This is an optimization exercise on Yosys and OpenROAD, whose aim is small area, a short achievable clock period and few clock cycles per item, not a production implementation.
Function was checked by simulation only, so behaviour that the tests miss may differ from the original.
Power and IR drop assume default switching activity.

Design sparse_interval_plan_checker, start of the top module:
module sparse_interval_plan_checker (
  input  logic                             clk,
  input  logic                             rst_n,
  input  logic                             cfg_we,
  input  logic [spic_pkg::CFG_INDEX_W-1:0] cfg_index,
  input  logic [31:0]                      cfg_wdata,
  input  logic                             in_valid,
  output logic                             in_ready,
  input  logic [31:0]                      in_task_query_start,
  input  logic [31:0]                      in_task_query_rows,
  input  logic [31:0]                      in_task_interval_total,
  input  logic [31:0]                      in_interval_start,
  input  logic [31:0]                      in_interval_stop,
  input  logic                             in_plan_end,
  output logic                             out_valid,
  input  logic                             out_ready,
  output logic [1:0]                       out_verdict,
  output logic                             out_error_seen
);
Size: roughly 1200 cells after synthesis, roughly 210 I/O pins.
==> flow/config.mk <==
export PLATFORM = sky130hd
export DESIGN_NAME = sparse_interval_plan_checker
export DESIGN_NICKNAME = sparse_interval_plan_checker
export VERILOG_FILES = /design/flow/design.v
export SDC_FILE = /design/flow/constraint.sdc
export NUM_CORES = 4
export LEC_CHECK = 0
export CAP_MARGIN = 20
export CORE_MARGIN = 2
export CORE_UTILIZATION = 40
export CTS_BUF_LIST = sky130_fd_sc_hd__clkbuf_8
export SETUP_SLACK_MARGIN = 4.2
export SLEW_MARGIN = 20
==> flow/constraint.sdc <==
create_clock -name core_clock -period 7.0 [get_ports {clk}]
set_input_delay 1.4000 -clock core_clock [delete_from_list [all_inputs] [get_ports {clk}]]
set_output_delay 1.4000 -clock core_clock [all_outputs]
set_load 0.01 [all_outputs]
standard.sh (not shown) runs the stock make flow with config.mk's settings and CLKGATE_MAP_FILE= SYNTH_SCRIPT=/design/flow/synth_recipe.tcl, a recipe that flattens the netlist after the stock synthesis.
==> flow/flow/run.sh <==
#!/bin/bash
# Layout flow: the standard ORFS flow, with plain buffers (buf_2) on the
# ports in place of the delay-cell buffers buffer_ports picks by default.
set -euo pipefail
export BUFFER_PORTS_ARGS="-buffer_cell sky130_fd_sc_hd__buf_2"
bash standard.sh > standard.log 2>&1
The baseline completed with no timing, DRC or antenna violations.
Testbench counts at the start, summed over its fixed seeds: cycles 18,664, items 18,648.
Next try:
==> flow/flow/run.sh (replaced) <==
#!/bin/bash
# Layout flow: the standard ORFS flow, with the smallest plain buffer
# (buf_1) on the ports in place of the delay-cell buffers buffer_ports picks
# by default; the resizer upsizes the ones on critical paths.
set -euo pipefail
export BUFFER_PORTS_ARGS="-buffer_cell sky130_fd_sc_hd__buf_1"
bash standard.sh > standard.log 2>&1
- CTS_BUF_LIST: sky130_fd_sc_hd__clkbuf_8 -> sky130_fd_sc_hd__clkbuf_4
- CTS_CLUSTER_DIAMETER: not set -> 40
- CTS_CLUSTER_SIZE: not set -> 10
Outcome: Count of clock-buffer cells in the layout falls by 7. Cell count falls by 0.77%. Via count falls by 1.8%. Global-route usage falls by 0.50 points. Worst setup slack improved by 0.093 ns. Fmax rises by 3.2%. Critical path depth rises by 4.

Setup of job 104:
The RTL this note starts from:
==> flow/design.v <==
`timescale 1ns / 1ps
package spic_pkg;
  localparam int unsigned CFG_INDEX_W = 3;
  localparam logic [CFG_INDEX_W-1:0] CFG_QUERY_LENGTH   = 3'd0;
  localparam logic [CFG_INDEX_W-1:0] CFG_KEY_LENGTH     = 3'd1;
  localparam logic [CFG_INDEX_W-1:0] CFG_EXPECTED_TASKS = 3'd2;
  localparam logic [CFG_INDEX_W-1:0] CFG_ROW_LIMIT      = 3'd3;
  localparam logic [CFG_INDEX_W-1:0] CFG_INTERVAL_LIMIT = 3'd4;
  localparam logic [31:0] RST_QUERY_LENGTH   = 32'd1024;
  localparam logic [31:0] RST_KEY_LENGTH     = 32'd1024;
  localparam logic [31:0] RST_EXPECTED_TASKS = 32'd32;
  localparam logic [15:0] RST_ROW_LIMIT      = 16'd32;
  localparam logic [7:0]  RST_INTERVAL_LIMIT = 8'd16;
  typedef struct packed {
    logic [31:0] query_length_n;
    logic [31:0] key_length;
    logic [31:0] expected_tasks;
    logic [15:0] row_limit_n;
    logic [7:0]  interval_limit_n;
  } cfg_t;
endpackage
`timescale 1ns / 1ps
module spic_cfg_regs (
  input  logic                                clk,
  input  logic                                rst_n,
  input  logic                                cfg_we,
  input  logic [spic_pkg::CFG_INDEX_W-1:0]    cfg_index,
  input  logic [31:0]                         cfg_wdata,
  output spic_pkg::cfg_t                      cfg
);
  spic_pkg::cfg_t cfg_r;
  logic [4:0]     en;
  logic [31:0]    wd_ql_n, wd_kl, wd_et;
  logic [15:0]    wd_rl_n;
  logic [7:0]     wd_il_n;
  always_comb begin
    for (int i = 0; i < 5; i++)
      en[i] = !rst_n || (cfg_we && (cfg_index == i[2:0]));
    wd_ql_n = ~(rst_n ? cfg_wdata       : spic_pkg::RST_QUERY_LENGTH);
    wd_kl   =   rst_n ? cfg_wdata       : spic_pkg::RST_KEY_LENGTH;
    wd_et   =   rst_n ? cfg_wdata       : spic_pkg::RST_EXPECTED_TASKS;
    wd_rl_n = ~(rst_n ? cfg_wdata[15:0] : spic_pkg::RST_ROW_LIMIT);
    wd_il_n = ~(rst_n ? cfg_wdata[7:0]  : spic_pkg::RST_INTERVAL_LIMIT);
  end
  always_ff @(posedge clk) begin
    if (en[0]) cfg_r.query_length_n   <= wd_ql_n;
    if (en[1]) cfg_r.key_length       <= wd_kl;
    if (en[2]) cfg_r.expected_tasks   <= wd_et;
    if (en[3]) cfg_r.row_limit_n      <= wd_rl_n;
    if (en[4]) cfg_r.interval_limit_n <= wd_il_n;
  end
  assign cfg = cfg_r;
endmodule
`timescale 1ns / 1ps
module spic_check_core (
  input  logic              clk,
  input  logic              rst_n,
  input  spic_pkg::cfg_t    cfg,
  input  logic              acc,       
  input  logic              adv,       
  input  logic [31:0]       qs,
  input  logic [31:0]       qr,
  input  logic [31:0]       it,
  input  logic [31:0]       is,
  input  logic [31:0]       ie,
  input  logic              pe,
  output logic [1:0]        verdict,
  output logic              error_seen
);
  function automatic logic [1:0] cmp32(input logic [31:0] a, input logic [31:0] bn);
    logic [31:0] g, p;
    g = a & bn;
    p = a | bn;
    for (int lvl = 0; lvl < 5; lvl++) begin
      for (int i = 0; i < 16; i++) begin
        if (i < (16 >> lvl)) begin
          g[i] = g[2*i+1] | (p[2*i+1] & g[2*i]);
          p[i] = p[2*i+1] & p[2*i];
        end
      end
    end
    cmp32 = {g[0], g[0] | p[0]};
  endfunction
  logic        fresh_r;       
  logic        lz_r;          
  logic [32:0] cursor_r;
  logic [31:0] tasks_r;
  logic [7:0]  left_r;
  logic [31:0] last_stop_n_r;
  logic        bad_r, first_r, pe_r;
  logic        failed_r;
  logic        first;
  logic [31:0] cur_cur, tasks_cur;
  logic [7:0]  left_open;
  logic [31:0] ie_n;
  logic [1:0]  c_rl, c_il, c_ie, c_ls, c_ql, c_kl;
  logic        hdr_bad, ivl_bad;
  logic        cur_gt, cur_eq;
  logic        failed_upd, plan_ok;
  always_comb begin
    first     = fresh_r || lz_r;
    cur_cur   = fresh_r ? 32'd0 : cursor_r[31:0];
    tasks_cur = fresh_r ? 32'd0 : tasks_r;
    left_open = first ? it[7:0] : left_r;
    ie_n      = ~ie;
    c_rl = cmp32({16'd0, qr[15:0]}, {16'hFFFF, cfg.row_limit_n});    
    c_il = cmp32({24'd0, it[7:0]}, {24'hFF_FFFF, cfg.interval_limit_n});
    c_ie = cmp32(is, ie_n);                                          
    c_ls = cmp32(is, last_stop_n_r);                                 
    hdr_bad = first && ((qs != cur_cur) ||
                        (qr[31:16] != 16'd0) ||
                        (qr[15:0] == 16'd0) ||
                        c_rl[1] ||
                        (it[31:8] != 24'd0) ||
                        (it[7:0] == 8'd0) ||
                        c_il[1]);
    ivl_bad = c_ie[0] || (!first && !c_ls[0]);
    c_ql   = cmp32(cursor_r[31:0], cfg.query_length_n);
    c_kl   = cmp32(cfg.key_length, last_stop_n_r);                   
    cur_gt = cursor_r[32] || c_ql[1];
    cur_eq = !cursor_r[32] && c_ql[0] && !c_ql[1];
    failed_upd = failed_r || bad_r || (first_r && cur_gt) || !c_kl[0];
    plan_ok    = !failed_upd && cur_eq && (tasks_r == cfg.expected_tasks) && lz_r;
    if (pe_r) begin
      verdict    = plan_ok ? 2'd1 : 2'd2;
      error_seen = !plan_ok;
    end else begin
      verdict    = 2'd0;
      error_seen = failed_upd;
    end
  end
  always_ff @(posedge clk) begin
    if (acc && first) begin
      cursor_r <= {1'b0, cur_cur} + {17'd0, qr[15:0]};
      tasks_r  <= tasks_cur + 32'd1;
    end
  end
  always_ff @(posedge clk) begin
    if (acc) begin
      left_r        <= left_open - 8'd1;
      lz_r          <= (left_open == 8'd1);
      last_stop_n_r <= ie_n;
      bad_r         <= hdr_bad || ivl_bad;
      first_r       <= first;
      pe_r          <= pe;
    end
  end
  always_ff @(posedge clk) begin
    if (!rst_n) begin
      fresh_r <= 1'b1;
    end else if (acc) begin
      fresh_r <= pe;
    end
  end
  always_ff @(posedge clk) begin
    if (!rst_n) begin
      failed_r <= 1'b0;
    end else if (adv) begin
      failed_r <= !pe_r && failed_upd;
    end
  end
endmodule
`timescale 1ns / 1ps
module sparse_interval_plan_checker (
  input  logic                             clk,
  input  logic                             rst_n,
  input  logic                             cfg_we,
  input  logic [spic_pkg::CFG_INDEX_W-1:0] cfg_index,
  input  logic [31:0]                      cfg_wdata,
  input  logic                             in_valid,
  output logic                             in_ready,
  input  logic [31:0]                      in_task_query_start,
  input  logic [31:0]                      in_task_query_rows,
  input  logic [31:0]                      in_task_interval_total,
  input  logic [31:0]                      in_interval_start,
  input  logic [31:0]                      in_interval_stop,
  input  logic                             in_plan_end,
  output logic                             out_valid,
  input  logic                             out_ready,
  output logic [1:0]                       out_verdict,
  output logic                             out_error_seen
);
  spic_pkg::cfg_t cfg;
  logic           s2_valid_r;
  logic           a_valid_r, b_valid_r;    
  logic [2:0]     a_res_r, b_res_r;        
  logic           acc, adv, pop;
  logic [1:0]     verdict;
  logic           error_seen;
  spic_cfg_regs u_cfg_regs (
    .clk       (clk),
    .rst_n     (rst_n),
    .cfg_we    (cfg_we),
    .cfg_index (cfg_index),
    .cfg_wdata (cfg_wdata),
    .cfg       (cfg)
  );
  assign in_ready = !(s2_valid_r && b_valid_r);
  assign acc      = in_valid && in_ready;
  assign pop      = a_valid_r && out_ready;
  assign adv      = s2_valid_r && (!b_valid_r || out_ready);
  spic_check_core u_check_core (
    .clk        (clk),
    .rst_n      (rst_n),
    .cfg        (cfg),
    .acc        (acc),
    .adv        (adv),
    .qs         (in_task_query_start),
    .qr         (in_task_query_rows),
    .it         (in_task_interval_total),
    .is         (in_interval_start),
    .ie         (in_interval_stop),
    .pe         (in_plan_end),
    .verdict    (verdict),
    .error_seen (error_seen)
  );
  always_ff @(posedge clk) begin
    if (!rst_n) begin
      s2_valid_r <= 1'b0;
      a_valid_r  <= 1'b0;
      b_valid_r  <= 1'b0;
    end else begin
      s2_valid_r <= acc || (s2_valid_r && !adv);
      a_valid_r  <= (a_valid_r && !pop) || b_valid_r || adv;
      b_valid_r  <= (b_valid_r && !pop) || (adv && a_valid_r && !pop) ||
                    (adv && b_valid_r);
    end
  end
  always_ff @(posedge clk) begin
    if (!a_valid_r || pop) begin
      a_res_r <= b_valid_r ? b_res_r : {verdict, error_seen};
    end
    if (adv && (b_valid_r || !pop) && a_valid_r) begin
      b_res_r <= {verdict, error_seen};
    end
  end
  assign out_valid      = a_valid_r;
  assign out_verdict    = a_res_r[2:1];
  assign out_error_seen = a_res_r[0];
endmodule
==> flow/config.mk <==
export PLATFORM = sky130hd
export DESIGN_NAME = sparse_interval_plan_checker
export DESIGN_NICKNAME = sparse_interval_plan_checker
export VERILOG_FILES = /design/flow/design.v
export SDC_FILE = /design/flow/constraint.sdc
export NUM_CORES = 4
export LEC_CHECK = 0
export CAP_MARGIN = 20
export CORE_MARGIN = 2
export CORE_UTILIZATION = 40
export CTS_BUF_LIST = sky130_fd_sc_hd__clkbuf_8
export SETUP_SLACK_MARGIN = 4.5
export SLEW_MARGIN = 20
==> flow/constraint.sdc <==
create_clock -name core_clock -period 7.0 [get_ports {clk}]
set_input_delay 1.4000 -clock core_clock [delete_from_list [all_inputs] [get_ports {clk}]]
set_output_delay 1.4000 -clock core_clock [all_outputs]
set_load 0.01 [all_outputs]
==> flow/flow/run.sh <==
#!/bin/bash
# Layout flow: the standard ORFS flow, with plain buffers (buf_2) on the
# ports in place of the delay-cell buffers buffer_ports picks by default.
set -euo pipefail
export BUFFER_PORTS_ARGS="-buffer_cell sky130_fd_sc_hd__buf_2"
bash standard.sh > standard.log 2>&1
Job 104 closes out successfully: all stages finished, all timing, DRC and antenna checks passed.
Testbench counts of job 104, summed over its fixed seeds: cycles 18,664, items 18,648.
Changes in job 103 relative to job 104:
Settings: SETUP_SLACK_MARGIN now 3.8, was 4.5.
==> results.txt <==
Job 103 vs job 104 — core utilization dropped 3.7 points.
Summary of job 103 over job 104: combinational share of power now sits lower, setup slack went up, delay of the slowest cell on the worst path increased 0.04 ns.
Going from job 104 to job 103, minimum setup slack among reg-to-reg paths shrinks by 0.13 ns.
Against job 104 as the reference, job 103 delivers a lower total of clock buffers placed in the layout.
Diff job 103 and job 104: final area lower in job 103
Job 103 does worse than job 104 on worst hold slack.
On job 103: non-clock buffer area fraction after layout is 3.6 points lower than what job 104 gave.

==> separate check: timing with driven ports <==
No port has a modelled driver above. Below, the same layouts with a new extraction and two added sets of constraints. Step 1 sets driving cells, clkbuf_16 on the clock port and buf_2 on the other inputs (assumed; they add their load-dependent delay and slew). Step 2 moves the port delays by t, midway between the first and last clock arrival at a register: inputs arrive t later, outputs are due t later. That takes back most of the time a late clock gives input paths. a / b / c = ideal ports / drivers / drivers and shift; a / b = the first two.
run | t (ns) | setup slack, ns | slew at the worst register clock pin (ns)
the first run of note 1 | 0.593 | 3.972 / 3.971 / 3.378 | 0.06 / 0.06
the second run of note 1 | 0.697 | 4.066 / 4.060 / 3.363 | 0.11 / 0.11
job 104 | 0.594 | 3.786 / 3.788 / 3.194 | 0.07 / 0.07
job 103 | 0.590 | 3.790 / 3.794 / 3.204 | 0.07 / 0.07
After both steps setup and hold are still met in every run listed. For the second run of note 1, which loses most, drivers alone change the setup slack by -0.006 ns; drivers and shift together by -0.703 ns.
